This design comes from an exercise in tuning for small area, a short achievable clock period and few clock cycles per item on the open sky130 flow, not from production work.
At most, simulation tests tie the RTL to the original design; equivalence was not proved.
Only the layout flow was run in run 7; the RTL was not checked for function there.
Power figures rest on the tool's default switching activity, not on a simulated workload.

### flow/flow/run.sh
#!/bin/bash
# standard layout, with plain buf_1 cells as the port buffers instead of the
# default delay buffers; each step's own log is kept by ORFS under orfs/logs
set -euo pipefail
export BUFFER_PORTS_ARGS="-buffer_cell sky130_fd_sc_hd__buf_1"
bash standard.sh MATCH_CELL_FOOTPRINT=0 finish > standard_make.log 2>&1
### flow/standard.sh
#!/bin/bash
# synth_recipe.tcl (not shown) runs the flow's synth.tcl, then flattens the netlist and writes it again
# the make line also repeats each setting of config.mk as NAME=value (left out here)
make -C /OpenROAD-flow-scripts/flow DESIGN_CONFIG=/design/flow/config.mk WORK_HOME=/design/flow/orfs CLKGATE_MAP_FILE= SYNTH_SCRIPT=/design/flow/synth_recipe.tcl "${@:-finish}"
### flow/config.mk
export PLATFORM = sky130hd
export DESIGN_NAME = mem_ctrl_top
export DESIGN_NICKNAME = mem_ctrl_top
export VERILOG_FILES = /design/flow/design.v
export SDC_FILE = /design/flow/constraint.sdc
export NUM_CORES = 4
export LEC_CHECK = 0
export ABC_AREA = 1
export CAP_MARGIN = 20
export CORE_MARGIN = 2
export CORE_UTILIZATION = 40
export CTS_CLUSTER_DIAMETER = 80
export CTS_CLUSTER_SIZE = 30
export SETUP_SLACK_MARGIN = 2.0
export SLEW_MARGIN = 20
export TNS_END_PERCENT = 0
### flow/constraint.sdc
create_clock -name core_clock -period 4.0 [get_ports {clk}]
set_input_delay 0.8000 -clock core_clock [delete_from_list [all_inputs] [get_ports {clk}]]
set_output_delay 0.8000 -clock core_clock [all_outputs]
set_load 0.01 [all_outputs]
### flow/design.v
package mem_ctrl_pkg;
	localparam int AWID  = 32;        
	localparam int DWID  = 64;        
	localparam int TID_W = 4;         
	localparam int SEL_W = DWID / 8;  
	typedef enum logic [1:0] {
		FN_LOAD   = 2'd0,   
		FN_LOADZ  = 2'd1,   
		FN_STORE  = 2'd2,
		FN_SETSEG = 2'd3    
	} mem_func_e;
	typedef enum logic [1:0] {
		SZ_B = 2'd0,   
		SZ_W = 2'd1,   
		SZ_T = 2'd2,   
		SZ_O = 2'd3    
	} mem_size_e;
	typedef enum logic [7:0] {
		FLT_NONE = 8'h00,
		FLT_SGB  = 8'h31   
	} fault_e;
	typedef struct packed {
		logic [AWID-1:0] base;
		logic [AWID-1:0] limit;
	} seg_desc_t;
	typedef union packed {
		logic [DWID-1:0] sdat;
		seg_desc_t       desc;
	} req_payload_u;
	typedef struct packed {
		logic [TID_W-1:0] tid;
		mem_func_e        func;
		mem_size_e        size;
		logic [AWID-1:0]  adr;       
		req_payload_u     payload;
	} mem_req_t;
	typedef struct packed {
		logic [TID_W-1:0] tid;
		fault_e           cause;
		logic [DWID-1:0]  res;
		logic [AWID-1:0]  bad_addr;
	} mem_resp_t;
	typedef struct packed {
		logic             cyc;
		logic             stb;
		logic             we;
		logic [SEL_W-1:0] sel;
		logic [AWID-1:0]  adr;
		logic [DWID-1:0]  dat;
	} bus_req_t;
endpackage
`timescale 1ns/1ps
module load_align (
	input  logic [mem_ctrl_pkg::DWID-1:0] rdata_i,
	input  logic [7:0]                    lane_oh_i,
	input  mem_ctrl_pkg::mem_size_e       size_i,
	input  logic                          zext_i,
	output logic [mem_ctrl_pkg::DWID-1:0] res_o
);
	logic        sz_b;
	logic        sz_w;
	logic        sz_t;
	logic        sz_o;
	logic [7:0]  sgn_sel;    
	logic [7:0]  b0;
	logic [7:0]  b1;
	logic [15:0] b23;
	logic [31:0] b47;
	logic        fill;
	assign sz_b = (size_i == mem_ctrl_pkg::SZ_B);
	assign sz_w = (size_i == mem_ctrl_pkg::SZ_W);
	assign sz_t = (size_i == mem_ctrl_pkg::SZ_T);
	assign sz_o = (size_i == mem_ctrl_pkg::SZ_O);
	always_comb begin
		b0 = '0;
		for (int k = 0; k < 8; k++)
			b0 |= {8{lane_oh_i[k]}} & rdata_i[8*k +: 8];
		b1 = '0;
		for (int j = 0; j < 4; j++)
			b1 |= {8{lane_oh_i[2*j] & ~sz_b}} & rdata_i[16*j + 8 +: 8];
		b23 = ({16{lane_oh_i[0] & (sz_t | sz_o)}} & rdata_i[31:16])
		    | ({16{lane_oh_i[4] & sz_t}} & rdata_i[63:48]);
		b47 = {32{lane_oh_i[0] & sz_o}} & rdata_i[63:32];
		for (int k = 0; k < 8; k++)
			sgn_sel[k] = ~zext_i & ((sz_b & lane_oh_i[k])
				| (sz_w & (k % 2 == 1) & lane_oh_i[k - k % 2])
				| (sz_t & (k % 4 == 3) & lane_oh_i[k - k % 4]));
		fill = 1'b0;
		for (int k = 0; k < 8; k++)
			fill |= sgn_sel[k] & rdata_i[8*k + 7];
		res_o = {b47 | {32{fill}},
		         b23 | {16{fill & (sz_b | sz_w)}},
		         b1  | {8{fill & sz_b}},
		         b0};
	end
endmodule
`timescale 1ns/1ps
module ks_add32 (
	input  logic [31:0] a_i,
	input  logic [31:0] b_i,
	output logic [31:0] s_o
);
	logic [5:0][31:0] g;
	logic [5:0][31:0] p;
	assign g[0] = a_i & b_i;
	assign p[0] = a_i ^ b_i;
	for (genvar l = 1; l < 6; l++) begin : g_lvl
		localparam int D = 1 << (l - 1);
		for (genvar i = 0; i < 32; i++) begin : g_bit
			if (i >= D) begin : g_op
				assign g[l][i] = g[l-1][i] | (p[l-1][i] & g[l-1][i-D]);
				assign p[l][i] = p[l-1][i] & p[l-1][i-D];
			end else begin : g_pass
				assign g[l][i] = g[l-1][i];
				assign p[l][i] = p[l-1][i];
			end
		end
	end
	assign s_o = p[0] ^ {g[5][30:0], 1'b0};
endmodule
module ks_gt32 (
	input  logic [31:0] a_i,
	input  logic [31:0] b_i,
	output logic        gt_o
);
	logic [5:0][31:0] g;
	logic [5:0][31:0] e;
	assign g[0] = a_i & ~b_i;
	assign e[0] = ~(a_i ^ b_i);
	for (genvar l = 1; l < 6; l++) begin : g_lvl
		localparam int D = 1 << (l - 1);
		for (genvar i = 0; i < 32; i++) begin : g_bit
			if (i >= D) begin : g_op
				assign g[l][i] = g[l-1][i] | (e[l-1][i] & g[l-1][i-D]);
				assign e[l][i] = e[l-1][i] & e[l-1][i-D];
			end else begin : g_pass
				assign g[l][i] = g[l-1][i];
				assign e[l][i] = e[l-1][i];
			end
		end
	end
	assign gt_o = g[5][31];
endmodule
`timescale 1ns/1ps
module mem_ctrl_top #(
	parameter int REQ_DEPTH  = 4,
	parameter int RESP_DEPTH = 4
) (
	input  logic                          clk,
	input  logic                          rst,
	input  mem_ctrl_pkg::mem_req_t        req_i,
	input  logic                          req_wr_i,
	output logic                          req_full_o,
	output mem_ctrl_pkg::mem_resp_t       resp_o,
	output logic                          resp_valid_o,
	input  logic                          resp_rd_i,
	output mem_ctrl_pkg::bus_req_t        bus_o,
	input  logic                          ack_i,
	input  logic [mem_ctrl_pkg::DWID-1:0] dat_i
);
	logic [31:0] seg_base;
	logic [31:0] seg_limit;
	logic        st_v;       
	logic        st_cyc;     
	logic        st_ovf;     
	logic        st_rv;      
	logic        st_we;      
	logic [7:0]  st_sel;     
	logic [7:0]  st_loh;     
	logic        st_zx;      
	logic        st_flt;     
	logic [1:0]  st_sz;
	logic [3:0]  st_tid;
	logic [31:0] st_adr;     
	logic [63:0] st_dat;     
	logic        r_v;
	logic        r_flt;
	logic [3:0]  r_tid;
	logic [63:0] r_res;
	logic [31:0] r_bad;
	logic rfree;
	logic leave;
	logic acc;
	logic ack;
	assign ack        = st_cyc & ack_i;
	assign rfree      = ~r_v | resp_rd_i;
	assign leave      = st_v & (~st_cyc | ack_i) & rfree;
	assign req_full_o = (st_cyc & ~ack_i) | (st_rv & ~resp_rd_i);
	assign acc        = req_wr_i & ~req_full_o;
	logic st_load;
	logic dat_hold;
	logic dat_catch;
	assign st_load   = ~req_full_o;
	assign dat_hold  = (st_we & ~ack_i) | (st_ovf & ~rfree);
	assign dat_catch = st_cyc & ~rfree;
	logic st_v_n;
	logic r_v_n;
	assign st_v_n = acc | (st_v & ~leave);
	assign r_v_n  = leave | (r_v & ~resp_rd_i);
	logic [1:0]  q_fn;
	logic [1:0]  q_sz;
	logic [31:0] q_adr;
	logic [63:0] q_pay;
	logic        q_set;
	logic        q_over;
	logic [31:0] q_reloc;
	logic [2:0]  q_lo;
	logic [63:0] q_rep;
	assign q_fn    = req_i.func;
	assign q_sz    = req_i.size;
	assign q_adr   = req_i.adr;
	assign q_pay   = req_i.payload;
	assign q_set   = (q_fn == mem_ctrl_pkg::FN_SETSEG);
	ks_gt32 u_over (
		.a_i  (q_adr),
		.b_i  (seg_limit),
		.gt_o (q_over)
	);
	ks_add32 u_reloc (
		.a_i (seg_base),
		.b_i (q_adr),
		.s_o (q_reloc)
	);
	always_comb begin
		case (q_sz)
		mem_ctrl_pkg::SZ_B: q_lo = 3'b000;
		mem_ctrl_pkg::SZ_W: q_lo = 3'b001;
		mem_ctrl_pkg::SZ_T: q_lo = 3'b011;
		default:            q_lo = 3'b111;
		endcase
	end
	always_comb begin
		for (int k = 0; k < 8; k++) begin
			case (q_sz)
			mem_ctrl_pkg::SZ_B: q_rep[8*k +: 8] = q_pay[7:0];
			mem_ctrl_pkg::SZ_W: q_rep[8*k +: 8] = q_pay[8*(k % 2) +: 8];
			mem_ctrl_pkg::SZ_T: q_rep[8*k +: 8] = q_pay[8*(k % 4) +: 8];
			default:            q_rep[8*k +: 8] = q_pay[8*k +: 8];
			endcase
		end
	end
	logic       q_bus;
	logic [2:0] q_lane;
	logic [7:0] q_sel;
	assign q_bus  = req_wr_i & ~q_set & ~q_over;
	assign q_lane = q_reloc[2:0] & ~q_lo;
	always_comb begin
		for (int k = 0; k < 8; k++)
			q_sel[k] = q_bus & ((q_sz == 2'd3)
				| ((k[2] == q_lane[2]) & ((q_sz == 2'd2)
				| ((k[1] == q_lane[1]) & ((q_sz == 2'd1)
				| (k[0] == q_lane[0]))))));
	end
	always_ff @(posedge clk) begin
		if (rst) begin
			seg_base  <= '0;
			seg_limit <= '1;
			st_v      <= 1'b0;
			st_cyc    <= 1'b0;
			st_ovf    <= 1'b0;
			st_rv     <= 1'b0;
			st_we     <= 1'b0;
			st_sel    <= '0;
			r_v       <= 1'b0;
		end else begin
			if (acc && q_set)
				{seg_base, seg_limit} <= q_pay;
			if (acc)
				st_cyc <= ~q_set & ~q_over;
			else if (ack_i)
				st_cyc <= 1'b0;
			if (st_load) begin
				st_we  <= q_bus & (q_fn == mem_ctrl_pkg::FN_STORE);
				st_sel <= q_sel;
			end else if (ack_i) begin
				st_we  <= 1'b0;
				st_sel <= '0;
			end
			st_v   <= st_v_n;
			r_v    <= r_v_n;
			st_rv  <= st_v_n & r_v_n;
			st_ovf <= ~rfree & (st_ovf | ack);
		end
	end
	always_ff @(posedge clk) begin
		if (st_load) begin
			st_tid <= req_i.tid;
			st_sz  <= q_sz;
			st_loh <= {8{q_bus & ~q_fn[1]}} & (8'd1 << q_lane);
			st_zx  <= (q_fn == mem_ctrl_pkg::FN_LOADZ);
			st_flt <= ~q_set & q_over;
			st_adr <= q_over ? q_adr : {q_reloc[31:3], q_lane};
		end
		if (!dat_hold)
			st_dat <= dat_catch ? dat_i : q_rep;
	end
	logic [63:0] ld_res;
	load_align u_align (
		.rdata_i   (st_ovf ? st_dat : dat_i),
		.lane_oh_i (st_loh),
		.size_i    (mem_ctrl_pkg::mem_size_e'(st_sz)),
		.zext_i    (st_zx),
		.res_o     (ld_res)
	);
	always_ff @(posedge clk) begin
		if (rfree) begin
			r_tid <= st_tid;
			r_flt <= st_flt;
			r_res <= ld_res;
			r_bad <= st_flt ? st_adr : '0;
		end
	end
	assign resp_valid_o    = r_v;
	assign resp_o.tid      = r_tid;
	assign resp_o.cause    = r_flt ? mem_ctrl_pkg::FLT_SGB : mem_ctrl_pkg::FLT_NONE;
	assign resp_o.res      = r_res;
	assign resp_o.bad_addr = r_bad;
	assign bus_o.cyc = st_cyc;
	assign bus_o.stb = st_cyc;
	assign bus_o.we  = st_we;
	assign bus_o.sel = st_sel;
	assign bus_o.adr = st_adr;
	assign bus_o.dat = st_dat;
endmodule
==> qor.txt, run 1 <==
Register-to-Register Setup Slack: 1.78 ns
Clock sink count: 291
Layout Nets: 2,472
Dominant cells by area after synthesis: edfxtp_1 (40%), dfxtp_1 (9.8%), nand2_1 (8.6%), o21ai_0 (7.9%), ha_1 (5.3%)
Initial antenna violation count: 2
Initial DRT Pass Iterations: 6
Worst-path maximum fanout: 4
Synth Warn #: 2
Slew margin rel.: 34.1%
#FFs+latches synth: 291
Final Max Slew Viols: 0
Final Hold Viols: 0
WS Path Type: in -> reg
Clock Path Buffers: 3
Mapped Cells: 1,868
Grt total ovfl: 0
Total wire length: 65,100 um
RSZ-0062 raised after global routing: yes
Core ar.: 39,500 um^2
Hold slack: 0.427 ns
Global-route wire length before repair: 93,100 um
Layout filler cell count: 4,052
Die width: 204 um
Die H: 204 um
Minimum clock period: 2.24 ns
Worst r2r src: st_ovf$_SDFF_PP0_
Synth Cell Area: 16,000 um^2
Leakage: 8.19 nW
Reg2reg path depth: 7
Hold Crit Endpoint: st_tid[0]$_DFFE_PP_
Critical path endpoint category: register
Post-CTS Hold Buffers: 0
Detailed-route via count: 15.2k
WP data arrival: 2.56 ns
Post-synthesis cell type count: 52
Worst hold path type: in -> reg
Top cell type's share of synthesized area: 40.0%
Mean post-synth cell area: 8.55 um^2
EDFF count, synth: 213
Reg2reg end: r_res[0]$_DFFE_PP_
IO buf count: 384
WL/cell: 23.5 um
I/O Pins: 390
Row count: 73
Placed cell areas: 17,800 um^2
Outcome: finished clean
Max Clk Rate: 446 MHz
Worst slew pin tran: 0.989 ns
Largest net degree at the start of global routing: 66
MaxCap Viol Count: 0
Post-route ant nets: 0
Hold Startpoint: req_i[100]
GRT Total Usage: 30.3%
Final instance area: 19,200 um^2
TritonCTS Buffers: 19
Sequential cell area: 7970 um^2
Clock Skews: 0.0193 ns
Post-synthesis sequential area ratio: 49.8%
Synth-to-Final Area Change: 20.4%
Number of global-route vias before repair: 14.5k
DP Wirelength: 50,600 um
Starting Density: 40.4%
Final setup fails: 0
CTS tree: yes
Async S/R FF share, synth: 0%
Hold depth: 1
Pwr/cell area: 407 nW/um^2
Root Driver: clkbuf_16
Worst skew pair latency: 0.56 ns
Worst path required time: 4.32 ns
Final GP Congestion: 0.941
Fraction of layout cells with a size suffix above 1: 9.37%
Clock-pin slew on the worst setup and hold paths: 0.10 ns
Commonest cells after routing, fill and taps aside: buf_1 (372), nand2_1 (357), o21ai_0 (237)
Drt drc: 0
Peak supply drop: 0.000299 V
Area leader, netlist: edfxtp_1
CP startpoint kind: input pin
Util after Layout: 48.6%
Commonest non-fill, non-tap cell in the layout: buf_1
Die ar.: 41,600 um^2
Worst setup path startpoint: req_i[80]
Synth Flop Type: edfxtp_1
1st-iter DRT viols: 1,502
Area of the multi-input gates: 7260 um^2
H-tree Lvls: 1
DR vias/cell: 5.50
Period utilization: 56.1%
==> power breakdown <==
group	switching, W	leakage [nW]	internal (W)
combinational	0.00118	4.85	0.000527
sequential	0.000199	3.02	0.00367
clock	0.00128	0.320	0.000975
total	0.00266	8.19	0.00517
==> state kept, by name, indices dropped and copies added, names as in the netlist, 2 cells and up <==
name / flops
r_res: 64
st_dat: 64
r_bad: 32
seg_base: 32
seg_limit: 32
st_adr: 32
st_loh: 8
st_sel: 8
r_tid: 4
st_tid: 4
st_sz: 2
==> cell families (layout without fill, tap and decap cells) <==
| logic type | count (synthesis) | in the layout | synth area share (%) |
|---|---|---|---|
| AOI/OAI and AO/OA | 501 | 501 | 17.5 |
| DFF | 291 | 291 | 49.8 |
| buffers and inverters | 299 | 667 | 7.85 |
| and+or+nand+nor | 664 | 666 | 16.9 |
| adders and majority gates | 69 | 69 | 5.45 |
| xor gates and xnor gates | 19 | 19 | 1.04 |
| muxes | 24 | 24 | 1.50 |
| other | 1 | 6 | 0.0235 |
==> area by class of cell <==
cell class / instances / area share, %
Timing Repair Buffer: 427 / 9.69
Sequential cell: 291 / 41.4
Inverter: 207 / 4.20
Clock buffer: 20 / 2.49
Antenna cell: 1 / 0.0130
Multi-Input combinational cell: 1284 / 37.7
Clock inverter: 13 / 1.01
Tap cell: 525 / 3.42
==> worst max path at each step <==
| stage | to | slack (ns) | cells past startpoint |
|---|---|---|---|
| 2_1_floorplan | st_dat[0]$_DFFE_PN_ | -0.08 | 4 |
| 3_3_place_gp | st_sel[6]$_SDFFE_PP0P_ | 0.49 | 11 |
| 3_5_place_dp | st_sel[2]$_SDFFE_PP0P_ | 0.49 | 11 |
| 4_1_cts | st_adr[12]$_DFFE_PP_ | 1.81 | 10 |
| 5_1_grt | st_adr[19]$_DFFE_PP_ | 1.71 | 12 |
| 6_report | st_adr[25]$_DFFE_PP_ | 1.76 | 10 |
==> Yosys cell counts, types with 17 or more instances <==
master    number
a21oi_1      106
a31oi_1       32
buf_2         17
buf_4         17
clkbuf_1      48
dfxtp_1       78
edfxtp_1     213
ha_1          68
inv_1        195
mux2i_1       24
nand2_1      368
nand3_1       37
nor2_1       200
nor3_1        18
o21ai_0      252
o21ai_1       22
o22ai_1       24
==> stage by stage <==
| step | setup slack [ns] | instances | power, W | TNS (ns) |
|---|---|---|---|---|
| global route | 1.71 | 2767 | 0.00813 | 0 |
| floorplan | -0.0791 | 1872 | 0.00476 | -5.06 |
| CTS | 1.81 | 2759 | 0.00780 | 0 |
| global placement | 0.486 | 2710 | 0.00549 | 0 |
| finish | 1.76 | 2768 | 0.00783 | 0 |
| detailed placement | 0.487 | 2710 | 0.00549 | 0 |
==> critical path: stages <==
cell,delay (ns)
clkbuf_2,0.14
ha_1,0.39
a21oi_1,0.25
o21ai_1,0.16
a21oi_1,0.25
or2_2,0.16
nand3_1,0.10
xor2_1,0.18
nand2_1,0.07
nand2_1,0.05
==> timing repair <==
item                                    in CTS  in global routing
pin swaps                                   13                 14
buffers inserted                            13                  7
gates resized for setup                    104                 55
endpoints found under the setup margin     271                272
cloned                                       3                  1
==> layer usage <==
metal | global-route usage (%) | share of wire [%] | up-vias
li1 | - | - | 7112
met2 | 49.7 | 47 | 656
met3 | 4.21 | 7.4 | 88
met5 | 0 | 0.014 | -
met1 | 41.9 | 43 | 7361
met4 | 7.92 | 2.5 | 2
Testbench counts, summed over its fixed seeds: cycles 10,823, items 3,200.
==> inputs of run 2 (changes only) <==
--- a/flow/config.mk
+++ b/flow/config.mk
@@ -9,7 +9,8 @@
 export CAP_MARGIN = 20
 export CORE_MARGIN = 2
-export CORE_UTILIZATION = 40
+export CORE_UTILIZATION = 50
 export CTS_CLUSTER_DIAMETER = 80
 export CTS_CLUSTER_SIZE = 30
+export PLACE_DENSITY = 0.6
 export SETUP_SLACK_MARGIN = 2.0
 export SLEW_MARGIN = 20
==> qor.txt, run 2 <==
Outcome: finished clean
TritonCTS Buffers: 16 (-3)
WL/cell: 24.5 um (+4.1%)
Synth Cell Area: 16,000 um^2 (unchanged)
Clock sink count: 291 (unchanged)
Grt total ovfl: 0 (unchanged)
I/O Pins: 390 (unchanged)
Inst Count DP: 2,589 (-4.5%)
Post-synthesis compound-gate area fraction: 17.5% (unchanged)
Worst-path maximum fanout: 16 (+12)
Area leader, netlist: edfxtp_1
Worst hold path type: reg -> reg
Final setup fails: 0 (unchanged)
Starting Density: 50.8% (+10 points)
Commonest non-fill, non-tap cell in the layout: buf_1
Largest registers: r_res x64, st_dat x64
CTS tree: yes
Commonest cells after routing, fill and taps aside: buf_1 (355), nand2_1 (351), o21ai_0 (229)
Hold Startpoint: st_tid[2]$_DFFE_PP_
1st-iter DRT viols: 2,167 (+44%)
Root Driver: clkbuf_16
Period utilization: 55.5% (-0.60 points)
Final Hold Viols: 0 (unchanged)
Die width: 183 um (-10%)
Max Clk Rate: 451 MHz (+1.1%)
Total wire length: 65,300 um (+0.29%)
Post-CTS Hold Buffers: 0 (unchanged)
Number of global-route vias before repair: 14.5k (+0.38%)
MaxCap Viol Count: 0 (unchanged)
EDFF count, synth: 213 (unchanged)
WS Path Type: in -> reg
Synth Area in XOR/XNOR: 1.04% (unchanged)
Largest net degree at the start of global routing: 96 (+45%)
Setup ws final: 1.78 ns (+0.0241 ns)
Clock Path Buffers: 3 (unchanged)
Drt drc: 0 (unchanged)
Mean post-synth cell area: 8.55 um^2 (unchanged)
WP data arrival: 2.64 ns (+0.08 ns)
Dominant cells by area after synthesis: edfxtp_1 (40%), dfxtp_1 (9.8%), nand2_1 (8.6%), o21ai_0 (7.9%), ha_1 (5.3%)
Placed cell areas: 17,700 um^2 (-0.71%)
IO buf count: 384 (unchanged)
Worst r2r src: st_ovf$_SDFF_PP0_
#FFs+latches synth: 291 (unchanged)
Post-route ant nets: 0 (unchanged)
Pwr/cell area: 388 nW/um^2 (-4.6%)
Hold Crit Endpoint: r_tid[2]$_DFFE_PP_
Worst slew pin tran: 0.906 ns (-0.0828 ns)
Combinational family with the most area after synthesis: compound AO/OA/AOI/OAI gates
Row count: 65 (-11%)
Hold depth: 0 (-1)
Synth Flop Type: edfxtp_1
Synth-to-Final Area Change: 23.7%
H-tree Lvls: 1 (unchanged)
Mux contribution to synthesized area: 1.50% (unchanged)
Post-synthesis simple-gate area fraction: 16.9% (unchanged)
Final GP Congestion: 0.951 (+1.0%)
Final instance area: 19,800 um^2 (+2.8%)
Global-route wire length before repair: 91,500 um (-1.8%)
Fin Setup TNS: 0 ns (unchanged)
Die ar.: 33,400 um^2 (-20%)
Post-Synth Adder-Cell Area: 5.45% (unchanged)
Detailed-route via count: 16.0k (+5.1%)
Die H: 183 um (-10%)
Critical path endpoint category: register
Initial antenna violation count: 1 (-1)
Initial DRT Pass Iterations: 5 (-1)
Fraction of layout cells with a size suffix above 1: 13.5% (+4.1 points)
Top cell type's share of synthesized area: 40.0% (unchanged)
Slew margin rel.: 37.9% (+3.8 points)
Synth Warn #: 2 (unchanged)
Async S/R FF share, synth: 0% (unchanged)
Post-synthesis sequential area ratio: 49.8% (unchanged)
Worst path required time: 4.42 ns (+0.10 ns)
Final Max Slew Viols: 0 (unchanged)
DP Wirelength: 47,800 um (-5.6%)
DP Worst Slack: 0.850 ns (+0.364 ns)
DR vias/cell: 6.00 (+9.0%)
Reg2reg path depth: 9 (+2)
Leakage: 8.39 nW (+2.4%)
CP startpoint kind: input pin
Count leader, synth: nand2_1
Util after Layout: 62.8% (+14 points)
Peak supply drop: 0.000312 V (+4.4%)
Reg2reg end: r_res[28]$_DFFE_PP_
Synth cell count leaders: nand2_1 (368), o21ai_0 (252), edfxtp_1 (213)
Clock-pin slew on the worst setup and hold paths: 0.12 ns (+0.02 ns)
GRT Total Usage: 36.7% (+6.5 points)
Mapped Cells: 1,868 (unchanged)
Register-to-Register Setup Slack: 1.80 ns (+0.02 ns)
Fin cells: 2,667 (-3.6%)
Worst skew pair latency: 0.54 ns (-0.02 ns)
Layout Nets: 2,496 (+0.97%)
Minimum clock period: 2.22 ns (-0.0241 ns)
Clock Skews: 0.0334 ns (+0.0141 ns)
Core ar.: 31,500 um^2 (-20%)
RSZ-0062 raised after global routing: yes
Post-synthesis cell type count: 52 (unchanged)
-- run 2: cell counts after synthesis --
No cell type changed its count.
-- run 2: cell type report --
class	count	area [um^2]
repair inverters	1	8.76
inverters	207	820
clock buffers	18	429
diodes	1	2.50
multi-input cells	1285	7770
flip-flops and latches	291	7970
fillers	2788	11700
clock inverters	10	106
repair buffers	452	2170
well taps	402	503
-- run 2: cells by family (layout without fill, tap and decap cells) --
| logic type | after synthesis | in the layout |
|---|---|---|
| simple gates | 664 | 667 |
| compound gates | 501 | 501 |
| xor+xnor | 19 | 19 |
| fa+ha+maj | 69 | 69 |
| mux | 24 | 24 |
| buf+inv | 299 | 688 |
| other cells | 1 | 6 |
| flops | 291 | 291 |
-- run 2: what timing repair did --
| action | CTS | global route |
|---|---|---|
| endpoints found under the setup margin | 336 | 314 |
| pin swaps | 26 | 30 |
| setup buffers | 26 | 14 |
| cloned | 4 | 5 |
| resized for setup | 158 | 122 |
-- run 2: critical path, stage by stage --
cell,delay [ns]
clkbuf_2,0.19
inv_1,0.15
ha_1,0.25
clkinvlp_4,0.32
o21ai_0,0.45
o221ai_1,0.33
nand2_1,0.14
-- run 2: worst max-delay path by stage --
stage	startpoint	endpoint	slack, ns
floorplan	resp_rd_i	st_dat[0]$_DFFE_PN_	-0.08
global placement	req_i[64]	st_sel[6]$_SDFFE_PP0P_	0.86
detailed placement	req_i[64]	st_sel[6]$_SDFFE_PP0P_	0.85
CTS	seg_base[0]$_SDFFE_PP0P_	st_adr[28]$_DFFE_PP_	1.84
global route	req_i[92]	st_adr[29]$_DFFE_PP_	1.70
finish	req_i[97]	st_dat[58]$_DFFE_PN_	1.78
-- run 2: report_power, final --
group | internal, W | switching (W)
combinational | 0.000600 | 0.00124
clock | 0.000832 | 0.00114
sequential | 0.00367 | 0.000198
-- run 2: routing by layer --
| metal | part of all wire [%] | GRT usage (%) |
|---|---|---|
| met1 | 41 | 52.5 |
| met2 | 44 | 57.9 |
| met3 | 11 | 5.46 |
| met4 | 3.5 | 11.6 |
| met5 | 0 | 0 |
-- run 2: metrics by stage --
step / total power (W) / hold slack, ns
after CTS: 0.00750 / 0.426
after detailed placement: 0.00547 / 0.407
final: 0.00767 / 0.421
after global routing: 0.00793 / 0.425
after global placement: 0.00545 / 0.402
after floorplan: 0.00476 / 0.400
==> inputs of run 3 (changes only) <==
--- a/flow/config.mk
+++ b/flow/config.mk
@@ -9,8 +9,7 @@
 export CAP_MARGIN = 20
 export CORE_MARGIN = 2
-export CORE_UTILIZATION = 50
+export CORE_UTILIZATION = 45
 export CTS_CLUSTER_DIAMETER = 80
 export CTS_CLUSTER_SIZE = 30
-export PLACE_DENSITY = 0.6
 export SETUP_SLACK_MARGIN = 2.0
 export SLEW_MARGIN = 20
==> qor.txt, run 3 <==
Outcome: finished clean
Worst hold path type: in -> reg
Synth Warn #: 2 (unchanged)
RSZ-0062 raised after global routing: yes
EDFF count, synth: 213 (unchanged)
Final Hold Viols: 0 (unchanged)
Worst r2r src: st_ovf$_SDFF_PP0_
Worst path required time: 4.29 ns (-0.13 ns)
Detailed-route via count: 15.2k (-4.8%)
Mapped Cells: 1,868 (unchanged)
Total wire length: 63,500 um (-2.8%)
Minimum clock period: 2.28 ns (+0.0664 ns)
Final GP Congestion: 0.946 (-0.50%)
Worst setup path startpoint: req_i[93]
Final instance area: 19,300 um^2 (-2.4%)
Worst skew pair latency: 0.55 ns (about the same)
GRT Total Usage: 32.9% (-3.9 points)
1st-iter DRT viols: 1,638 (-24%)
Die width: 192 um (+5.3%)
Metal3 WL: 5980 um (-15%)
Clock sink count: 291 (unchanged)
WS Path Type: in -> reg
WL/cell: 23.3 um (-4.6%)
Die ar.: 37,000 um^2 (+11%)
Peak supply drop: 0.000322 V (+3.2%)
Slew margin rel.: 34.2% (-3.6 points)
Clock Path Buffers: 3 (unchanged)
Pwr/cell area: 406 nW/um^2 (+4.6%)
Async S/R FF share, synth: 0% (unchanged)
Final setup fails: 0 (unchanged)
Root Driver: clkbuf_16
Leakage: 8.25 nW (-1.6%)
Starting Density: 45.3% (-5.5 points)
Hold slack: 0.414 ns (-0.00679 ns)
Final Max Slew Viols: 0 (unchanged)
Mean post-synth cell area: 8.55 um^2 (unchanged)
IO buf count: 384 (unchanged)
Post-synthesis cell type count: 52 (unchanged)
Top cell type's share of synthesized area: 40.0% (unchanged)
Max Clk Rate: 438 MHz (-2.9%)
Post-synthesis sequential area ratio: 49.8% (unchanged)
Clock Skews: 0.0252 ns (-0.00820 ns)
Commonest cells after routing, fill and taps aside: buf_1 (372), nand2_1 (354), o21ai_0 (241)
#FFs+latches synth: 291 (unchanged)
Post-route ant nets: 0 (unchanged)
Dominant cells by area after synthesis: edfxtp_1 (40%), dfxtp_1 (9.8%), nand2_1 (8.6%), o21ai_0 (7.9%), ha_1 (5.3%)
Reg2reg path depth: 5 (-4)
Worst-path maximum fanout: 8 (-8)
TritonCTS Buffers: 19 (+3)
Synth cell count leaders: nand2_1 (368), o21ai_0 (252), edfxtp_1 (213)
Fraction of layout cells with a size suffix above 1: 10.5% (-3.0 points)
Fin Setup TNS: 0 ns (unchanged)
Synth-to-Final Area Change: 20.8%
Reg2reg end: r_res[1]$_DFFE_PP_
Layout Nets: 2,482 (-0.56%)
Global-route wire length before repair: 88,900 um (-2.8%)
Area leader, netlist: edfxtp_1
Hold depth: 1 (+1)
DR vias/cell: 5.60 (-6.6%)
Period utilization: 57.1% (+1.7 points)
Worst slew pin tran: 0.959 ns (+0.0531 ns)
Count leader, synth: nand2_1
Commonest non-fill, non-tap cell in the layout: buf_1
Synth Flop Type: edfxtp_1
Largest net degree at the start of global routing: 74 (-23%)
Clock-pin slew on the worst setup and hold paths: 0.10 ns (-0.02 ns)
Routed wl met2: 28,500 um (-1.5%)
Drt drc: 0 (unchanged)
WP data arrival: 2.57 ns (-0.07 ns)
Die H: 192 um (+5.3%)
Critical path endpoint category: register
Largest registers: r_res x64, st_dat x64
Util after Layout: 54.7% (-8.1 points)
H-tree Lvls: 1 (unchanged)
Met1 WL: 27,200 um (+0.76%)
Grt total ovfl: 0 (unchanged)
DP Wirelength: 49,600 um (+3.9%)
Number of global-route vias before repair: 13.9k (-3.9%)
CP startpoint kind: input pin
Power after layout: 0.00784 W (+2.2%)
Core ar.: 35,300 um^2 (+12%)
Initial antenna violation count: 5 (+4)
Top layer used by detailed routing: met5
MaxCap Viol Count: 0 (unchanged)
Initial DRT Pass Iterations: 6 (+1)
I/O Pins: 390 (unchanged)
Register-to-Register Setup Slack: 1.74 ns (-0.06 ns)
Synth Cell Area: 16,000 um^2 (unchanged)
Placed cell areas: 17,800 um^2 (+0.60%)
Row count: 69 (+6.2%)
CP endpoint: st_adr[30]$_DFFE_PP_
CTS tree: yes
## run 3: cell counts after synthesis
Identical to the previous run, type by type.
## run 3: cells by family (layout without fill, tap and decap cells)
| kind of cell | count (synthesis) | after routing | synth area share, % |
|---|---|---|---|
| and+or+nand+nor | 664 | 666 | 16.9 |
| AOI/OAI and AO/OA | 501 | 501 | 17.5 |
| buffers and inverters | 299 | 678 | 7.85 |
| DFF | 291 | 291 | 49.8 |
| adders and majority gates | 69 | 69 | 5.45 |
| muxes | 24 | 24 | 1.50 |
| xor gates and xnor gates | 19 | 19 | 1.04 |
| other | 1 | 9 | 0.0235 |
## run 3: layout make-up
class | instances | area, um^2
sequential | 291 | 7970
inverter | 207 | 806
tap | 461 | 577
multi-input combinational | 1284 | 7310
clock buffer | 21 | 483
clock inverter | 13 | 190
timing repair buffer | 437 | 1970
fill | 3427 | 16000
antenna | 4 | 10.0
## run 3: power breakdown
group,internal (W),switching [W]
Combinational,0.000539,0.00117
Sequential,0.00367,0.000204
Clock,0.00102,0.00124
Total,0.00523,0.00261
## run 3: how the worst min path moves through the flow
stage	from	endpoint	slack [ns]
2_1_floorplan	st_tid[0]$_DFFE_PP_	r_tid[0]$_DFFE_PP_	0.40
3_3_place_gp	st_tid[0]$_DFFE_PP_	r_tid[0]$_DFFE_PP_	0.40
3_5_place_dp	st_tid[3]$_DFFE_PP_	r_tid[3]$_DFFE_PP_	0.41
4_1_cts	req_i[102]	st_tid[2]$_DFFE_PP_	0.39
5_1_grt	req_i[102]	st_tid[2]$_DFFE_PP_	0.38
6_report	req_i[102]	st_tid[2]$_DFFE_PP_	0.41
## run 3: what timing repair did
action / 4_1_cts / 5_1_grt
setup endpoints to repair: 308 / 308
buffers inserted: 12 / 17
gates resized for setup: 63 / 101
pin swaps: 5 / 25
cloned: 0 / 2
hold buffers: 0 / 0
## run 3: worst max-delay path, cell delays in order
cell        delay, ns
buf_1            0.16
ha_4             0.31
nand2_2          0.07
nor2_4           0.14
nand2_4          0.08
nor4_4           0.22
nand2_2          0.11
nand2_4          0.10
clkinvlp_4       0.22
buf_8            0.22
nor2_2           0.09
a31oi_1          0.04
## run 3: metrics by stage
step | setup WS, ns | cells
floorplan | -0.0791 | 1872
global placement | 0.564 | 2649
detailed placement | 0.556 | 2649
CTS | 1.77 | 2695
global route | 1.66 | 2715
finish | 1.72 | 2718
## run 3: per-layer routing
| metal | vias to the layer above | track usage [%] |
|---|---|---|
| li1 | 7130 | - |
| met2 | 729 | 51.1 |
| met3 | 94 | 7.07 |
| met1 | 7268 | 46.2 |
| met4 | 6 | 9.07 |
| met5 | - | 1.79 |
==> inputs of run 4 (changes only) <==
--- a/flow/config.mk
+++ b/flow/config.mk
@@ -9,8 +9,8 @@
 export CAP_MARGIN = 20
 export CORE_MARGIN = 2
-export CORE_UTILIZATION = 45
+export CORE_UTILIZATION = 40
 export CTS_CLUSTER_DIAMETER = 80
 export CTS_CLUSTER_SIZE = 30
 export SETUP_SLACK_MARGIN = 2.0
 export SLEW_MARGIN = 20
-export TNS_END_PERCENT = 0
+export TNS_END_PERCENT = 100
==> qor.txt, run 4 <==
Commonest non-fill, non-tap cell in the layout: buf_1
Largest net degree at the start of global routing: 96 (+30%)
Starting Density: 40.4% (-4.9 points)
Worst slew pin tran: 0.884 ns (-0.0756 ns)
Slew margin rel.: 41.1% (+6.9 points)
Final Max Slew Viols: 0 (unchanged)
H-tree Lvls: 1 (unchanged)
Layout filler cell count: 3,600 (+5.0%)
Setup ws final: 1.76 ns (+0.0467 ns)
RSZ-0062 raised after global routing: yes
Clock Skews: 0.0328 ns (+0.00758 ns)
CP startpoint kind: register
EDFF count, synth: 213 (unchanged)
Grt total ovfl: 0 (unchanged)
Drt drc: 0 (unchanged)
Root Driver: clkbuf_16
Worst-path maximum fanout: 8 (unchanged)
Post-route ant nets: 0 (unchanged)
Area leader, netlist: edfxtp_1
Number of global-route vias before repair: 15.1k (+8.5%)
Outcome: finished clean
Detailed-route via count: 15.8k (+3.7%)
WL/cell: 24.0 um (+2.9%)
Synth Cell Area: 16,000 um^2 (unchanged)
Minimum clock period: 2.24 ns (-0.0467 ns)
Leakage: 9.20 nW (+11%)
#FFs+latches synth: 291 (unchanged)
Critical Path Slowest Stage Cell: dfxtp_4
Initial antenna violation count: 4 (-1)
DR vias/cell: 5.51 (-1.6%)
Synth cell count leaders: nand2_1 (368), o21ai_0 (252), edfxtp_1 (213)
DP Wirelength: 49,800 um (+0.38%)
Pwr/cell area: 388 nW/um^2 (-4.5%)
Layout Nets: 2,565 (+3.3%)
Power after layout: 0.00855 W (+9.0%)
Met1 Track Usage GR: 41.4% (-4.8 points)
Gr busiest metal: met2
Clock sink count: 291 (unchanged)
Global-route wire length before repair: 97,800 um (+10%)
Die width: 204 um (+5.9%)
Post-synthesis cell type count: 52 (unchanged)
Worst path required time: 4.30 ns (about the same)
Largest registers: r_res x64, st_dat x64
Worst skew pair latency: 0.57 ns (+0.02 ns)
DP Worst Slack: 0.874 ns (+0.318 ns)
IO buf count: 384 (unchanged)
Synth Warn #: 2 (unchanged)
Fin Setup TNS: 0 ns (unchanged)
GRT Total Usage: 31.9% (-0.95 points)
WP data arrival: 2.54 ns (-0.03 ns)
Die ar.: 41,600 um^2 (+12%)
Clock-pin slew on the worst setup and hold paths: 0.10 ns (about the same)
Final Hold Viols: 0 (unchanged)
I/O Pins: 390 (unchanged)
Mean post-synth cell area: 8.55 um^2 (unchanged)
Clock Path Buffers: 3 (unchanged)
CTS tree: yes
Final setup fails: 0 (unchanged)
Synth Flop Type: edfxtp_1
Top cell type's share of synthesized area: 40.0% (unchanged)
Global routing met2 resource utilization: 53.9% (+2.9 points)
Count leader, synth: nand2_1
M3 GR Usage: 3.48% (-3.6 points)
Mapped Cells: 1,868 (unchanged)
Worst hold path type: in -> reg
Slowest Stage Delay on Critical Path: 0.51 ns (+0.20 ns)
MaxCap Viol Count: 0 (unchanged)
Period utilization: 55.9% (-1.2 points)
Max Clk Rate: 447 MHz (+2.1%)
Post-synthesis sequential area ratio: 49.8% (unchanged)
Dominant cells by area after synthesis: edfxtp_1 (40%), dfxtp_1 (9.8%), nand2_1 (8.6%), o21ai_0 (7.9%), ha_1 (5.3%)
Row count: 73 (+5.8%)
Total wire length: 68,900 um (+8.5%)
Async S/R FF share, synth: 0% (unchanged)
Final GP Congestion: 0.914 (-3.4%)
Peak supply drop: 0.000308 V (-4.3%)
WS Path Type: reg -> reg
1st-iter DRT viols: 1,282 (-22%)
CP Cell Sequence: clkbuf_16 -> mux2i_4 -> nor2_4 -> nor3_4 -> o21ai_4 -> buf_12 -> nand3b_4 -> nand3_2
Die H: 204 um (+5.9%)
Critical path endpoint category: register
TritonCTS Buffers: 20 (+1)
Commonest cells after routing, fill and taps aside: buf_1 (329), nand2_1 (322), edfxtp_1 (213)
Initial DRT Pass Iterations: 8 (+2)
Post-CTS Hold Buffers: 0 (unchanged)
Core ar.: 39,500 um^2 (+12%)
Fraction of layout cells with a size suffix above 1: 24.4% (+14 points)
Synth-to-Final Area Change: 38.0%
-- run 4: cell counts after synthesis --
Identical to the previous run, type by type.
-- run 4: cells by family after synthesis --
group | after synthesis | synth area share [%]
muxes | 24 | 1.50
AOI/OAI and AO/OA | 501 | 17.5
xor gates and xnor gates | 19 | 1.04
other | 1 | 0.0235
adders and majority gates | 69 | 5.45
DFF | 291 | 49.8
buffers and inverters | 299 | 7.85
and+or+nand+nor | 664 | 16.9
-- run 4: metrics by stage --
step / utilization [%] / hold slack, ns / cells / cell area [um^2]
final: 55.7 / 0.393 / 2866 / 22000
after global routing: 55.7 / 0.384 / 2866 / 22000
after CTS: 52.7 / 0.374 / 2813 / 20900
after detailed placement: 46.5 / 0.406 / 2711 / 18400
after global placement: 46.5 / 0.400 / 2711 / 18400
after floorplan: - / 0.400 / 1872 / 16700
-- run 4: per-layer routing --
layer / vias to the layer above / part of all wire, %
li1: 7347 / -
met1: 7528 / 41
met2: 751 / 48
met3: 170 / 6.8
met4: 0 / 5.0
met5: - / 0
-- run 4: area by class of cell --
| class | instances | area [um^2] | area share (%) |
|---|---|---|---|
| Antenna cell | 4 | 10.0 | 0.0454 |
| Clock buffer | 21 | 526 | 2.38 |
| Clock inverter | 15 | 282 | 1.28 |
| Inverter | 207 | 836 | 3.79 |
| Multi-Input combinational cell | 1291 | 8810 | 40.0 |
| Sequential cell | 291 | 7980 | 36.2 |
| Tap cell | 525 | 657 | 2.98 |
| Timing Repair Buffer | 508 | 2910 | 13.2 |
| Timing Repair inverter | 4 | 45.0 | 0.204 |
-- run 4: worst max-delay path: cells and delay by family (launching register included) --
family	cells	cell delay (ns)
AOI/OAI and AO/OA	1	0.10
and+or+nand+nor	4	0.69
DFF	1	0.51
muxes	1	0.27
buffers and inverters	2	0.38
-- run 4: final timing paths --
path / from / end / slack [ns] / cells after the start
min reg2reg: st_tid[0]$_DFFE_PP_ / r_tid[0]$_DFFE_PP_ / 0.43 / 0
max reg2reg: st_ovf$_SDFF_PP0_ / r_res[24]$_DFFE_PP_ / 1.76 / 8
max: st_ovf$_SDFF_PP0_ / r_res[24]$_DFFE_PP_ / 1.76 / 8
min: req_i[103] / st_tid[3]$_DFFE_PP_ / 0.39 / 1
-- run 4: what timing repair did --
action	4_1_cts	5_1_grt
gates cloned	22	2
gates resized for setup	283	210
pin swaps	30	33
setup endpoints to repair	222	264
setup buffers	44	47
-- run 4: power by group --
part | internal, W | switching [W] | total (W)
logic | 0.000776 | 0.00137 | 0.00215
registers | 0.00367 | 0.000208 | 0.00388
clock network | 0.00116 | 0.00136 | 0.00253
==> inputs of run 5 (changes only) <==
--- a/flow/config.mk
+++ b/flow/config.mk
@@ -12,5 +12,5 @@
 export CTS_CLUSTER_DIAMETER = 80
 export CTS_CLUSTER_SIZE = 30
-export SETUP_SLACK_MARGIN = 2.0
+export SETUP_SLACK_MARGIN = 2.5
 export SLEW_MARGIN = 20
-export TNS_END_PERCENT = 100
+export TNS_END_PERCENT = 0
==> qor.txt, run 5 <==
Outcome: finished clean
Period utilization: 56.1% (+0.11 points)
WP data arrival: 2.56 ns (+0.02 ns)
Post-synthesis simple-gate area fraction: 16.9% (unchanged)
Worst skew pair latency: 0.56 ns (about the same)
Final GP Congestion: 0.941 (+3.0%)
Async S/R FF share, synth: 0% (unchanged)
Worst path required time: 4.32 ns (+0.02 ns)
EDFF count, synth: 213 (unchanged)
Post-synthesis cell type count: 52 (unchanged)
Synth Cell Area: 16,000 um^2 (unchanged)
I/O Pins: 390 (unchanged)
Clock sink count: 291 (unchanged)
Die ar.: 41,600 um^2 (unchanged)
Core ar.: 39,500 um^2 (unchanged)
Slowest Stage Delay on Critical Path: 0.39 ns (-0.12 ns)
Top cell type's share of synthesized area: 40.0% (unchanged)
CP Cell Sequence: clkbuf_2 -> ha_1 -> a21oi_1 -> o21ai_1 -> a21oi_1 -> or2_2 -> nand3_1 -> xor2_1 -> nand2_1 -> nand2_1
Area of the multi-input gates: 7260 um^2 (-18%)
Cell Int Power: 0.00517 W (-7.8%)
Detailed-route via count: 15.2k (-3.7%)
DR vias/cell: 5.50 (-0.24%)
Synth Warn #: 2 (unchanged)
Row count: 73 (unchanged)
Commonest non-fill, non-tap cell in the layout: buf_1
Grt total ovfl: 0 (unchanged)
Post-synthesis sequential area ratio: 49.8% (unchanged)
Util after Layout: 48.6% (-7.1 points)
Mux contribution to synthesized area: 1.50% (unchanged)
Fraction of layout cells with a size suffix above 1: 9.37% (-15 points)
Critical path endpoint category: register
Sequential cell area: 7970 um^2 (-0.14%)
Synth cell count leaders: nand2_1 (368), o21ai_0 (252), edfxtp_1 (213)
Root Driver: clkbuf_16
CTS tree: yes
Post-CTS Hold Buffers: 0 (unchanged)
H-tree Lvls: 1 (unchanged)
Minimum clock period: 2.24 ns (+0.00437 ns)
Comb pwr share: 21.8% (-3.3 points)
Final Max Slew Viols: 0 (unchanged)
IO buf count: 384 (unchanged)
Synth Flop Type: edfxtp_1
Largest net degree at the start of global routing: 66 (-31%)
Worst-path maximum fanout: 4 (-4)
Power after layout: 0.00783 W (-8.5%)
Initial antenna violation count: 2 (-2)
TritonCTS Buffers: 19 (-5.0%)
Worst hold path type: in -> reg
Worst slew pin tran: 0.989 ns (+0.105 ns)
Critical Path Slowest Stage Cell: ha_1
Crit path max-delay family: compound AO/OA/AOI/OAI gates
Post-Synth Adder-Cell Area: 5.45% (unchanged)
Register-to-Register Setup Slack: 1.78 ns (+0.02 ns)
Drt drc: 0 (unchanged)
CP startpoint kind: input pin
Commonest cells after routing, fill and taps aside: buf_1 (372), nand2_1 (357), o21ai_0 (237)
Slew margin rel.: 34.1% (-7.0 points)
WL/cell: 23.5 um (-2.1%)
Largest registers: r_res x64, st_dat x64
Die H: 204 um (unchanged)
Total wire length: 65,100 um (-5.4%)
Clock Power Share: 28.8% (-0.7 points)
Layout Nets: 2,472 (-3.6%)
Peak supply drop: 0.000299 V (-3.0%)
Mean post-synth cell area: 8.55 um^2 (unchanged)
Area leader, netlist: edfxtp_1
DP Wirelength: 50,600 um (+1.6%)
Net Sw Frac: 33.9% (-0.48 points)
Synth-to-Final Area Change: 20.4%
Synth Area in XOR/XNOR: 1.04% (unchanged)
Clock Skews: 0.0193 ns (-0.0135 ns)
Pwr/cell area: 407 nW/um^2 (+4.9%)
CP bufs+invs: 1 (-1)
Part of the power in registers: 49.4% (+4.1 points)
Global-route wire length before repair: 93,100 um (-4.8%)
Layout filler cell count: 4,052 (+13%)
GRT Total Usage: 30.3% (-1.7 points)
Max Clk Rate: 446 MHz (-0.19%)
Clock Path Buffers: 3 (unchanged)
Number of global-route vias before repair: 14.5k (-4.4%)
#FFs+latches synth: 291 (unchanged)
MaxCap Viol Count: 0 (unchanged)
Combinational family with the most area after synthesis: compound AO/OA/AOI/OAI gates
Net Sw Power: 0.00266 W (-9.7%)
Clock-pin slew on the worst setup and hold paths: 0.10 ns (about the same)
WS Path Type: in -> reg
Starting Density: 40.4% (unchanged)
Post-synthesis compound-gate area fraction: 17.5% (unchanged)
Die width: 204 um (unchanged)
Count leader, synth: nand2_1
Final setup fails: 0 (unchanged)
1st-iter DRT viols: 1,502 (+17%)
Final Hold Viols: 0 (unchanged)
Post-route ant nets: 0 (unchanged)
Dominant cells by area after synthesis: edfxtp_1 (40%), dfxtp_1 (9.8%), nand2_1 (8.6%), o21ai_0 (7.9%), ha_1 (5.3%)
Mapped Cells: 1,868 (unchanged)
Leakage: 8.19 nW (-11%)
Initial DRT Pass Iterations: 6 (-2)
RSZ-0062 raised after global routing: yes
## run 5: routing by layer
| layer | wire length (um) | vias to the layer above | track usage [%] |
|---|---|---|---|
| li1 | - | 7112 | - |
| met5 | 9 | - | 0 |
| met1 | 28300 | 7361 | 41.9 |
| met4 | 1600 | 2 | 7.92 |
| met2 | 30400 | 656 | 49.7 |
| met3 | 4840 | 88 | 4.21 |
## run 5: power groups by stage
stage / clock network [W] / logic [W] / registers, W
3_5_place_dp: 0 / 0.00156 / 0.00394
3_3_place_gp: 0 / 0.00156 / 0.00393
5_1_grt: 0.00238 / 0.00185 / 0.00390
2_1_floorplan: 0 / 0.000726 / 0.00403
6_report: 0.00226 / 0.00170 / 0.00387
4_1_cts: 0.00228 / 0.00165 / 0.00387
## run 5: path summary, 6_finish.rpt
kind | startpoint | cells after the start | to
worst max-delay path | req_i[80] | 10 | st_adr[25]$_DFFE_PP_
worst max register to register | st_ovf$_SDFF_PP0_ | 7 | r_res[0]$_DFFE_PP_
worst min register to register | st_tid[0]$_DFFE_PP_ | 0 | r_tid[0]$_DFFE_PP_
worst min-delay path | req_i[100] | 1 | st_tid[0]$_DFFE_PP_
## run 5: final cells by class
class | instances | area share (%)
tap | 525 | 3.42
multi-input combinational | 1284 | 37.7
clock buffer | 20 | 2.49
antenna | 1 | 0.0130
clock inverter | 13 | 1.01
timing repair buffer | 427 | 9.69
sequential | 291 | 41.4
inverter | 207 | 4.20
## run 5: stage by stage
| step | hold slack (ns) | setup WS [ns] | std cells | TNS (ns) | cell area [um^2] |
|---|---|---|---|---|---|
| global placement | 0.401 | 0.486 | 2710 | 0 | 17800 |
| global route | 0.406 | 1.71 | 2767 | 0 | 19200 |
| CTS | 0.412 | 1.81 | 2759 | 0 | 18900 |
| finish | 0.427 | 1.76 | 2768 | 0 | 19200 |
| detailed placement | 0.406 | 0.487 | 2710 | 0 | 17800 |
| floorplan | 0.400 | -0.0791 | 1872 | -5.06 | 16000 |
## run 5: cell families after synthesis
| group | Yosys count |
|---|---|
| compound gates | 501 |
| mux | 24 |
| xor+xnor | 19 |
| flops | 291 |
| buf+inv | 299 |
| other cells | 1 |
| simple gates | 664 |
| fa+ha+maj | 69 |
## run 5: what timing repair did
| action | CTS | global route |
|---|---|---|
| setup buffers | 13 | 7 |
| endpoints found under the setup margin | 669 | 669 |
| pin swaps | 13 | 14 |
| cloned | 3 | 1 |
| gates resized for setup | 104 | 55 |
==> inputs of run 6 (changes only) <==
--- a/flow/config.mk
+++ b/flow/config.mk
@@ -12,5 +12,5 @@
 export CTS_CLUSTER_DIAMETER = 80
 export CTS_CLUSTER_SIZE = 30
-export SETUP_SLACK_MARGIN = 2.5
+export SETUP_SLACK_MARGIN = 1.5
 export SLEW_MARGIN = 20
 export TNS_END_PERCENT = 0
==> qor.txt, run 6 <==
Outcome: finished clean
Clock Skews: 0.0213 ns (+0.00196 ns)
Register-to-Register Setup Slack: 1.50 ns (-0.28 ns)
Worst path required time: 4.28 ns (-0.04 ns)
Max Clk Rate: 400 MHz (-10%)
Initial antenna violation count: 3 (+1)
Drt drc: 0 (unchanged)
WP data arrival: 2.78 ns (+0.22 ns)
Post-synthesis cell type count: 52 (unchanged)
Layout Nets: 2,457 (-0.61%)
Post-synthesis sequential area ratio: 49.8% (unchanged)
Slew margin rel.: 32.5% (-1.5 points)
Critical path endpoint category: register
Detailed-route via count: 15.1k (-0.89%)
DP Wirelength: 50,600 um (unchanged)
Crit path max-delay family: simple AND/OR/NAND/NOR gates
Leakage: 7.99 nW (-2.4%)
Synth Flop Type: edfxtp_1
Final Max Slew Viols: 0 (unchanged)
Post-CTS Hold Buffers: 0 (unchanged)
Fin cells: 2,755 (-0.47%)
Die width: 204 um (unchanged)
Reg2reg end: r_res[1]$_DFFE_PP_
Commonest cells after routing, fill and taps aside: buf_1 (382), nand2_1 (366), o21ai_0 (250)
EDFF count, synth: 213 (unchanged)
Core ar.: 39,500 um^2 (unchanged)
Dominant cells by area after synthesis: edfxtp_1 (40%), dfxtp_1 (9.8%), nand2_1 (8.6%), o21ai_0 (7.9%), ha_1 (5.3%)
Hold Crit Endpoint: st_tid[0]$_DFFE_PP_
Fraction of layout cells with a size suffix above 1: 4.85% (-4.5 points)
Synth cell count leaders: nand2_1 (368), o21ai_0 (252), edfxtp_1 (213)
Critical Path Slowest Stage Cell: or4_1
Final instance area: 18,600 um^2 (-3.3%)
DP Worst Slack: 0.487 ns (unchanged)
Synth Cell Area: 16,000 um^2 (unchanged)
Final setup fails: 0 (unchanged)
GRT Total Usage: 29.6% (-0.62 points)
Worst slew pin tran: 1.01 ns (+0.0230 ns)
RSZ-0062 raised after global routing: yes
Row count: 73 (unchanged)
TritonCTS Buffers: 19 (unchanged)
1st-iter DRT viols: 1,415 (-5.8%)
H-tree Lvls: 1 (unchanged)
Largest net degree at the start of global routing: 66 (unchanged)
Slowest Stage Delay on Critical Path: 0.54 ns (+0.15 ns)
Peak supply drop: 0.000300 V (+0.16%)
Synth-to-Final Area Change: 16.4%
Worst skew pair latency: 0.56 ns (about the same)
Minimum clock period: 2.50 ns (+0.258 ns)
WL/cell: 23.0 um (-2.1%)
Starting Density: 40.4% (unchanged)
Final GP Congestion: 0.941 (unchanged)
Grt total ovfl: 0 (unchanged)
DR vias/cell: 5.47 (-0.43%)
WS Path Type: reg -> reg
Total wire length: 63,500 um (-2.5%)
Hold Startpoint: req_i[100]
Largest registers: r_res x64, st_dat x64
Pwr/cell area: 414 nW/um^2 (+1.8%)
Clock-pin slew on the worst setup and hold paths: 0.11 ns (about the same)
Mapped Cells: 1,868 (unchanged)
Clock sink count: 291 (unchanged)
Worst r2r src: st_ovf$_SDFF_PP0_
Die ar.: 41,600 um^2 (unchanged)
Period utilization: 62.5% (+6.4 points)
Initial DRT Pass Iterations: 6 (unchanged)
Hold depth: 1 (unchanged)
Mean post-synth cell area: 8.55 um^2 (unchanged)
Inst Count DP: 2,710 (unchanged)
Placed cell areas: 17,800 um^2 (unchanged)
CTS tree: yes
Area leader, netlist: edfxtp_1
CP startpoint kind: register
Post-route ant nets: 0 (unchanged)
Worst hold path type: in -> reg
Commonest non-fill, non-tap cell in the layout: buf_1
Setup ws final: 1.50 ns (-0.258 ns)
CP bufs+invs: 1 (unchanged)
Reg2reg path depth: 4 (-3)
Root Driver: clkbuf_16
Async S/R FF share, synth: 0% (unchanged)
Synth Warn #: 2 (unchanged)
Final Hold Viols: 0 (unchanged)
IO buf count: 384 (unchanged)
Fin Setup TNS: 0 ns (unchanged)
Number of global-route vias before repair: 14.3k (-1.3%)
CP Cell Sequence: buf_6 -> mux2i_1 -> o22ai_1 -> or4_1
Die H: 204 um (unchanged)
MaxCap Viol Count: 0 (unchanged)
I/O Pins: 390 (unchanged)
Clock Path Buffers: 3 (unchanged)
#FFs+latches synth: 291 (unchanged)
Util after Layout: 47.0% (-1.6 points)
Top cell type's share of synthesized area: 40.0% (unchanged)
Count leader, synth: nand2_1
Global-route wire length before repair: 91,400 um (-1.9%)
Worst-path maximum fanout: 43 (+39)
[run 6: cell counts after synthesis]
No cell type changed its count.
[run 6: layout make-up]
type | instances | area (um^2)
diodes | 3 | 7.51
clock buffers | 20 | 479
clock inverters | 13 | 195
fillers | 4096 | 20900
inverters | 207 | 783
multi-input cells | 1282 | 6840
flip-flops and latches | 291 | 7960
well taps | 525 | 657
repair buffers | 414 | 1680
[run 6: power by group]
part           internal [W]  switching, W
Clock              0.000975       0.00128
Sequential          0.00367      0.000199
Combinational      0.000472       0.00112
Total               0.00511       0.00259
[run 6: worst max path at each step]
stage,slack (ns),startpoint,end,cells past startpoint
3_3_place_gp,0.49,req_i[64],st_sel[6]$_SDFFE_PP0P_,11
2_1_floorplan,-0.08,resp_rd_i,st_dat[0]$_DFFE_PN_,4
4_1_cts,1.38,req_i[64],st_adr[30]$_DFFE_PP_,10
6_report,1.50,st_ovf$_SDFF_PP0_,r_res[1]$_DFFE_PP_,4
5_1_grt,1.41,seg_base[0]$_SDFFE_PP0P_,st_sel[2]$_SDFFE_PP0P_,10
3_5_place_dp,0.49,req_i[64],st_sel[2]$_SDFFE_PP0P_,11
[run 6: kinds of logic (layout without fill, tap and decap cells)]
kind of cell / after synthesis / after routing / share of synthesized area, %
other: 1 / 8 / 0.0235
AO/OA/AOI/OAI: 501 / 501 / 17.5
adder cells (fa/ha/maj): 69 / 69 / 5.45
AND/OR/NAND/NOR: 664 / 664 / 16.9
buffers and inverters: 299 / 654 / 7.85
flip-flops: 291 / 291 / 49.8
XOR/XNOR: 19 / 19 / 1.04
multiplexers: 24 / 24 / 1.50
[run 6: metrics by stage]
stage	power (W)	hold slack, ns
3_5_place_dp	0.00549	0.406
6_report	0.00771	0.428
3_3_place_gp	0.00549	0.401
5_1_grt	0.00802	0.408
4_1_cts	0.00772	0.412
2_1_floorplan	0.00476	0.400
[run 6: routing by layer]
layer | global-route usage (%) | wire [um]
met1 | 41.1 | 27800
met2 | 49.2 | 29800
met3 | 3.89 | 4540
met4 | 7.09 | 1340
met5 | 0 | 9
[run 6: what timing repair did]
item                                    in CTS  in global routing
pin swaps                                    1                  4
gates resized for setup                      9                 11
endpoints found under the setup margin      66                103
setup buffers                                0                  9
==> inputs of run 7 (changes only) <==
--- a/flow/design.v
+++ b/flow/design.v
@@ -177,6 +177,5 @@
 	logic        r_flt;
 	logic [3:0]  r_tid;
-	logic [63:0] r_res;
-	logic [31:0] r_bad;
+	logic [63:0] r_dat;      
 	logic rfree;
 	logic leave;
@@ -307,6 +306,5 @@
 			r_tid <= st_tid;
 			r_flt <= st_flt;
-			r_res <= ld_res;
-			r_bad <= st_flt ? st_adr : '0;
+			r_dat <= {ld_res[63:32], ld_res[31:0] | (st_flt ? st_adr : '0)};
 		end
 	end
@@ -314,6 +312,6 @@
 	assign resp_o.tid      = r_tid;
 	assign resp_o.cause    = r_flt ? mem_ctrl_pkg::FLT_SGB : mem_ctrl_pkg::FLT_NONE;
-	assign resp_o.res      = r_res;
-	assign resp_o.bad_addr = r_bad;
+	assign resp_o.res      = {r_dat[63:32], r_flt ? 32'h0 : r_dat[31:0]};
+	assign resp_o.bad_addr = r_flt ? r_dat[31:0] : 32'h0;
 	assign bus_o.cyc = st_cyc;
 	assign bus_o.stb = st_cyc;
--- a/flow/config.mk
+++ b/flow/config.mk
@@ -10,7 +10,5 @@
 export CORE_MARGIN = 2
 export CORE_UTILIZATION = 40
-export CTS_CLUSTER_DIAMETER = 80
-export CTS_CLUSTER_SIZE = 30
-export SETUP_SLACK_MARGIN = 1.5
+export SETUP_SLACK_MARGIN = 2.0
 export SLEW_MARGIN = 20
 export TNS_END_PERCENT = 0
==> qor.txt, run 7 <==
Worst skew pair latency: 0.57 ns (about the same)
Largest net degree at the start of global routing: 96 (+45%)
Outcome: finished clean
Root Driver: clkbuf_16
Commonest cells after routing, fill and taps aside: nand2_1 (350), buf_1 (341), nor2_1 (255)
Total wire length: 67,400 um (+6.3%)
Commonest non-fill, non-tap cell in the layout: nand2_1
Initial antenna violation count: 2 (-1)
Final Max Slew Viols: 0 (unchanged)
WP data arrival: 2.63 ns (-0.15 ns)
Period utilization: 58.5% (-4.0 points)
Worst hold path type: in -> reg
H-tree Lvls: 1 (unchanged)
Grt total ovfl: 0 (unchanged)
Reg2reg end: r_dat[19]$_DFFE_PP_
Final instance area: 19,000 um^2 (+1.9%)
Minimum clock period: 2.34 ns (-0.159 ns)
Net Sw Frac: 31.9% (-1.8 points)
Synth Cell Area: 15,600 um^2 (-2.4%)
Slew margin rel.: 17.7% (-15 points)
Synth-to-Final Area Change: 21.5%
#FFs+latches synth: 259 (-11%)
Max Clk Rate: 427 MHz (+6.8%)
Synth Warn #: 2 (unchanged)
Area of the multi-input gates: 7320 um^2 (+7.1%)
Leakage: 8.35 nW (+4.6%)
Area leader, netlist: edfxtp_1
Worst path required time: 4.29 ns (about the same)
Fin Setup TNS: 0 ns (unchanged)
WS Path Type: in -> reg
TritonCTS Buffers: 30 (+11)
Die width: 202 um (-1.2%)
Comb pwr share: 21.7% (+1.1 points)
Synth Flop Type: edfxtp_1
EDFF count, synth: 181 (-15%)
Post-CTS Hold Buffers: 0 (unchanged)
Row count: 72 (-1.4%)
Worst-path maximum fanout: 6 (-86%)
CP startpoint kind: input pin
GRT Total Usage: 32.4% (+2.8 points)
Largest registers: r_dat x64, st_dat x64
Post-synthesis cell type count: 45 (-13%)
DP Worst Slack: 0.624 ns (+0.137 ns)
Fin cells: 2,854 (+3.6%)
DP Wirelength: 53,300 um (+5.4%)
Layout Nets: 2,552 (+3.9%)
Power after layout: 0.00844 W (+9.4%)
Clock sink count: 259 (-11%)
Top cell type's share of synthesized area: 34.8% (-5.2 points)
Starting Density: 40.5% (+0.063 points)
Layout filler cell count: 3,882 (-5.2%)
Part of the power in registers: 42.6% (-7.6 points)
Final GP Congestion: 1.03 (+9.9%)
Core ar.: 38,600 um^2 (-2.5%)
Hold Crit Endpoint: st_tid[3]$_DFFE_PP_
Drt drc: 0 (unchanged)
WL/cell: 23.6 um (+2.6%)
Register-to-Register Setup Slack: 1.66 ns (+0.16 ns)
Post-synthesis sequential area ratio: 44.8% (-5.0 points)
Worst r2r src: st_ovf$_SDFF_PP0_
Detailed-route via count: 15.7k (+3.9%)
Async S/R FF share, synth: 0% (unchanged)
MaxCap Viol Count: 0 (unchanged)
I/O Pins: 390 (unchanged)
Synth cell count leaders: nand2_1 (359), nor2_1 (269), o21ai_0 (253)
DR vias/cell: 5.49 (+0.28%)
IO buf count: 384 (unchanged)
Final Hold Viols: 0 (unchanged)
1st-iter DRT viols: 1,648 (+16%)
Setup ws final: 1.66 ns (+0.159 ns)
Placed cell areas: 17,200 um^2 (-3.1%)
Initial DRT Pass Iterations: 6 (unchanged)
Worst slew pin tran: 1.22 ns (+0.209 ns)
Inst Count DP: 2,775 (+2.4%)
Hold depth: 1 (unchanged)
Cell Int Power: 0.00574 W (+12%)
Peak supply drop: 0.000371 V (+24%)
Reg2reg path depth: 8 (+4)
Die H: 202 um (-1.2%)
Clock Path Buffers: 3 (unchanged)
Dominant cells by area after synthesis: edfxtp_1 (35%), dfxtp_1 (10%), nand2_1 (8.6%), o21ai_0 (8.1%), nor2_1 (6.5%)
Clock Skews: 0.0101 ns (-0.0112 ns)
Die ar.: 40,600 um^2 (-2.3%)
RSZ-0062 raised after global routing: yes
CTS tree: yes
Final setup fails: 0 (unchanged)
Post-route ant nets: 0 (unchanged)
Mapped Cells: 1,974 (+5.7%)
Number of global-route vias before repair: 15.1k (+5.8%)
Fraction of layout cells with a size suffix above 1: 9.98% (+5.1 points)
Hold Startpoint: req_i[103]
Clock Power Share: 35.7% (+6.5 points)
Clock-pin slew on the worst setup and hold paths: 0.06 ns (-0.05 ns)
Global-route wire length before repair: 97,200 um (+6.4%)
Sequential cell area: 7010 um^2 (-12%)
Mean post-synth cell area: 7.90 um^2 (-7.6%)
Net Sw Power: 0.00269 W (+3.7%)
Critical path endpoint category: register
Count leader, synth: nand2_1
Pwr/cell area: 445 nW/um^2 (+7.3%)
[run 7: changes by cell type after synthesis, moves of 7 or more]
cell       previous run  this run
nand3b_1              2        10
o21ai_1              22         7
edfxtp_1            213       181
nor2_1              200       269
a21oi_1             106       128
inv_1               195       231
o22a_1                8         0
nand2_1             368       359
o2111ai_1             1         8
buf_4                17        45
[run 7: worst max-delay path by stage]
stage                                from                    to  cells after the start
after floorplan                 resp_rd_i   st_dat[0]$_DFFE_PN_                      4
after CTS                 r_flt$_DFFE_PP_            resp_o[45]                      4
after detailed placement        req_i[64]  st_adr[30]$_DFFE_PP_                     14
final                           req_i[66]  st_adr[23]$_DFFE_PP_                     13
after global placement          req_i[64]  st_adr[30]$_DFFE_PP_                     14
after global routing            req_i[66]  st_adr[23]$_DFFE_PP_                     13
[run 7: kinds of logic (layout without fill, tap and decap cells)]
| family | Yosys count | count (layout) | share of synthesized area, % |
|---|---|---|---|
| buf+inv | 366 | 722 | 10.2 |
| other cells | 1 | 7 | 0.0240 |
| simple gates | 735 | 735 | 19.0 |
| fa+ha+maj | 69 | 69 | 5.58 |
| flops | 259 | 259 | 44.8 |
| compound gates | 495 | 495 | 17.4 |
| mux | 29 | 29 | 1.86 |
| xor+xnor | 20 | 20 | 1.12 |
[run 7: repair_timing]
action                     in CTS  in global routing
setup endpoints to repair     418                399
resized for setup             121                 58
pin swaps                       5                  6
gates cloned                    5                  0
buffers inserted               14                  2
[run 7: critical path, stage by stage]
cell	delay, ns
clkbuf_2	0.14
ha_4	0.29
a21oi_1	0.26
o21ai_2	0.12
nand2_1	0.08
nand2_1	0.12
nand3_1	0.12
nand2_2	0.10
nand2_1	0.07
nand2_1	0.05
or2_2	0.27
nand3_1	0.07
nand2_1	0.13
[run 7: per-layer routing]
metal	vias up	wire length, um	global-route usage (%)	part of all wire (%)
li1	7300	-	-	-
met1	7340	27100	41.8	40
met2	859	31100	53.5	46
met5	-	0	0	0
met3	170	5530	4.83	8.2
met4	0	3640	15.6	5.4
[run 7: stage by stage]
stage          utilization [%]  hold slack (ns)
3_3_place_gp              44.7            0.401
6_report                  49.2            0.409
4_1_cts                   48.6            0.394
3_5_place_dp              44.7            0.406
5_1_grt                   49.2            0.391
2_1_floorplan                -            0.400
[run 7: power by group through the flow]
stage | combinational, W | sequential (W) | clock (W)
after floorplan | 0.000987 | 0.00354 | 0
after global placement | 0.00168 | 0.00363 | 0
after detailed placement | 0.00168 | 0.00364 | 0
after CTS | 0.00178 | 0.00358 | 0.00306
after global routing | 0.00200 | 0.00361 | 0.00316
final | 0.00183 | 0.00360 | 0.00301
[run 7: final cells by class]
| class | instances | share of cell area (%) |
|---|---|---|
| Antenna cell | 2 | 0.0264 |
| Timing Repair Buffer | 428 | 10.4 |
| Tap cell | 518 | 3.42 |
| Inverter | 238 | 4.86 |
| Sequential cell | 259 | 36.9 |
| Clock inverter | 20 | 1.34 |
| Clock buffer | 36 | 4.41 |
| Multi-Input combinational cell | 1353 | 38.6 |

## what the ideal ports hide
The results above use ideal ports. As a check the final layouts listed here were re-extracted and re-timed, cells and wires unchanged. Step 1, drivers: a clkbuf_16 drives clk and a buf_2 each remaining input, both assumed. Step 2, shift: input delay + t, output delay - t, t = (earliest + latest rising clock arrival at the registers) / 2. This alone moves slack from input paths to output paths. Three values: ideal ports, drivers, drivers and shift; two values: the first two.
run | shift t [ns] | slack for setup (ns)
run 1 | 0.605 | 1.758 / 1.769 / 1.180
run 2 | 0.581 | 1.782 / 1.736 / 1.226
run 3 | 0.591 | 1.715 / 1.717 / 1.125
run 4 | 0.607 | 1.762 / 1.762 / 1.220
run 5 | 0.605 | 1.758 / 1.769 / 1.180
run 6 | 0.603 | 1.500 / 1.500 / 0.918
run 7 | 0.623 | 1.659 / 1.610 / 1.058
After both steps setup and hold are still met in every run listed.
